This design comes from an exercise in tuning for small area, a short achievable clock period and few clock cycles per item on the open sky130 flow, not from production work.
In this exercise RTL edits were held to simulation tests only and were not proved equivalent to the original.
Power and IR drop assume default switching activity.

==> flow/design.v (excerpt) <==
module shader_cache_entry_validator_unit (
   input  logic        clock,
   input  logic        reset,
   input  logic        req_tvalid,
   output logic        req_tready,
   input  logic [15:0] req_tdata,   
   input  logic        req_tlast,   
   output logic        rsp_tvalid,
   input  logic        rsp_tready,
   output logic [39:0] rsp_tdata,   
   input  logic        csr_valid,
   output logic        csr_ready,
   input  logic [1:0]  csr_index,
   input  logic [31:0] csr_data
);
   logic [31:0] stage_code_ff;
   logic [23:0] contract_len_ff;
   logic [23:0] source_len_ff;
   logic [31:0] max_bytes_ff;
   logic        in_valid_ff;
   logic [7:0]  in_file_ff;
   logic        in_differs_ff;   
   logic        in_last_ff;
   logic [1:0]  owed_ff;         
   logic        ready_ff;
   logic [31:0] pos_ff;          
   logic        payload_ff;      
   logic        words_ff;        
   logic        over_ff;         
   logic        header_bad_ff;
   logic [31:0] word_count_ff;
   logic [31:0] len_left_ff;     
   logic        len_high_ff;     
   logic        len_sum_ok_ff;   
   logic [63:0] hash_field_ff;
   logic        prefix_bad_ff;
   logic        vp_valid_ff;
   logic [2:0]  vp_code_ff;      
   logic        rsp_valid_ff;
   logic [2:0]  rsp_code_ff;
   logic [31:0] rejected_ff;
   logic        take, take_payload, consume, last, header, prefix, word;
   logic [5:0]  hpos;
   logic [7:0]  expect_byte;
   logic        check_byte;
   logic [63:0] hash;
   logic        walk_bad;
   logic [25:0] prefix_end;
  ...
clock: 10.0 ns
lec_check: 0
cap_margin: 20
core_margin: 2
core_utilization: 40
setup_slack_margin: 5
slew_margin: 20
standard.sh (not shown) runs the stock make flow with config.mk's settings and CLKGATE_MAP_FILE= SYNTH_SCRIPT=/design/flow/synth_recipe.tcl, a recipe that flattens the netlist after the stock synthesis.
==> flow/flow/run.sh <==
#!/bin/bash
# Own layout flow: the standard flow (standard.sh, standard synthesis unchanged) with
# smaller port buffers and a clock tree without dummy loads, set through ORFS's environment
# variables. The flow's full output goes to flow_orfs.log in this folder.
set -euo pipefail
cd "$(dirname "$0")/.."
export BUFFER_PORTS_ARGS="-buffer_cell sky130_fd_sc_hd__buf_1"
export CTS_ARGS="-sink_clustering_enable -repair_clock_nets -dont_use_dummy_load -sink_clustering_size 15 -sink_clustering_max_diameter 50 -buf_list {sky130_fd_sc_hd__clkbuf_4 sky130_fd_sc_hd__clkbuf_8}"
export SETUP_MOVE_SEQUENCE="unbuffer,sizeup,swap"
bash standard.sh > flow_orfs.log 2>&1
The first run went through all stages and came out clean.
Testbench counts at the start, summed over its fixed seeds: cycles 74,921, bytes 74,896.
Then changed:
--- a/flow/flow/run.sh
+++ b/flow/flow/run.sh
@@ -9 +8,0 @@
-export SETUP_MOVE_SEQUENCE="unbuffer,sizeup,swap"
- CORE_UTILIZATION: 40 -> 65
- PLACE_DENSITY: unset -> 0.8
The new run completed with no timing, DRC or antenna violations.
Utilization went up by 27 points.
Register-to-register slack improved by 0.09 ns.
Worst setup slack improved by 0.092 ns.
Power went down by 2.4%.
Final cell count went down by 7.2%.
Hold slack stays flat.
Die area went down by 38%.
Cell area went down by 0.60%.
Global-route usage went up by 13 points.
Then changed:
--- a/flow/flow/run.sh
+++ b/flow/flow/run.sh
@@ -8,0 +9 @@
+export SETUP_SLACK_MARGIN=5.75
- ABC_AREA: unset -> 1
- CORE_UTILIZATION: 65 -> 40
- PLACE_DENSITY: 0.8 -> unset
- SETUP_SLACK_MARGIN: 5 -> unset
=>
- The changed run ran to the end with no violations
- wire length goes up by 6.8%
- utilization went down by 25 points
- first-iteration DRC count falls by 21%
- synthesized area rises by 4.5%
- maximum frequency went up by 18%
- flip-flop and latch count stays the same
- critical path depth rose by 1
Then changed:
--- a/flow/flow/run.sh
+++ b/flow/flow/run.sh
@@ -9 +8,0 @@
-export SETUP_SLACK_MARGIN=5.75
- ABC_AREA: 1 -> unset
- SETUP_SLACK_MARGIN: unset -> 5
What happened:
- area after synthesis drops by a few percent
- design area drops by a few percent
- clock skew drops by 0.014 ns
- worst hold slack barely changes
Then changed:
--- a/flow/flow/run.sh
+++ b/flow/flow/run.sh
@@ -8,0 +9 @@
+export SETUP_SLACK_MARGIN=5.5
- ABC_AREA: unset -> 1
- SETUP_SLACK_MARGIN: 5 -> unset
Effect: Power rises by 1.5%. Area after synthesis rises by 4.5%. Die area rises by 4.4%. Via count rises by 10%. Global-route usage falls by 0.38 points. Combinational power barely changes. Wire length rises by 2.6%. Worst hold slack barely changes. First-iteration DRC count falls by 11%. Design area rises by 3.9%.

==> port drivers added, routing unchanged <==
How much do the figures lean on ideal ports? The routed layouts below were timed once more, with nothing changed but the port constraints. Step 1: set_driving_cell puts a clkbuf_16 on clock and a buf_2 on each other input, an assumption about the parent block. Step 2, shift: input delay + t, output delay - t, t = (earliest + latest rising clock arrival at the registers) / 2. This alone moves slack from input paths to output paths. Slacks: ideal / step 1 / step 2; pairs: ideal / step 1.
| run | t, ns | setup WS [ns] | latest minus earliest clock arrival (ns) | worst register clock-pin slew, ns | pins driven straight from the clock port |
|---|---|---|---|---|---|
| the first run | 0.715 | 4.929 / 4.929 / 4.929 | 0.116 / 0.116 | 0.10 / 0.10 | 1 |
| the second run | 0.699 | 5.022 / 5.022 / 5.022 | 0.090 / 0.090 | 0.10 / 0.10 | 1 |
| the third run | 0.720 | 5.790 / 5.790 / 5.489 | 0.126 / 0.125 | 0.09 / 0.09 | 1 |
| the fourth run | 0.712 | 5.095 / 5.095 / 5.095 | 0.111 / 0.111 | 0.10 / 0.10 | 1 |
| the fifth run | 0.720 | 5.664 / 5.664 / 5.483 | 0.127 / 0.126 | 0.10 / 0.10 | 1 |
After both steps every run listed still meets setup and hold. For the third run, which loses most, drivers alone change the setup slack by 0.000 ns; drivers and shift together by -0.301 ns.
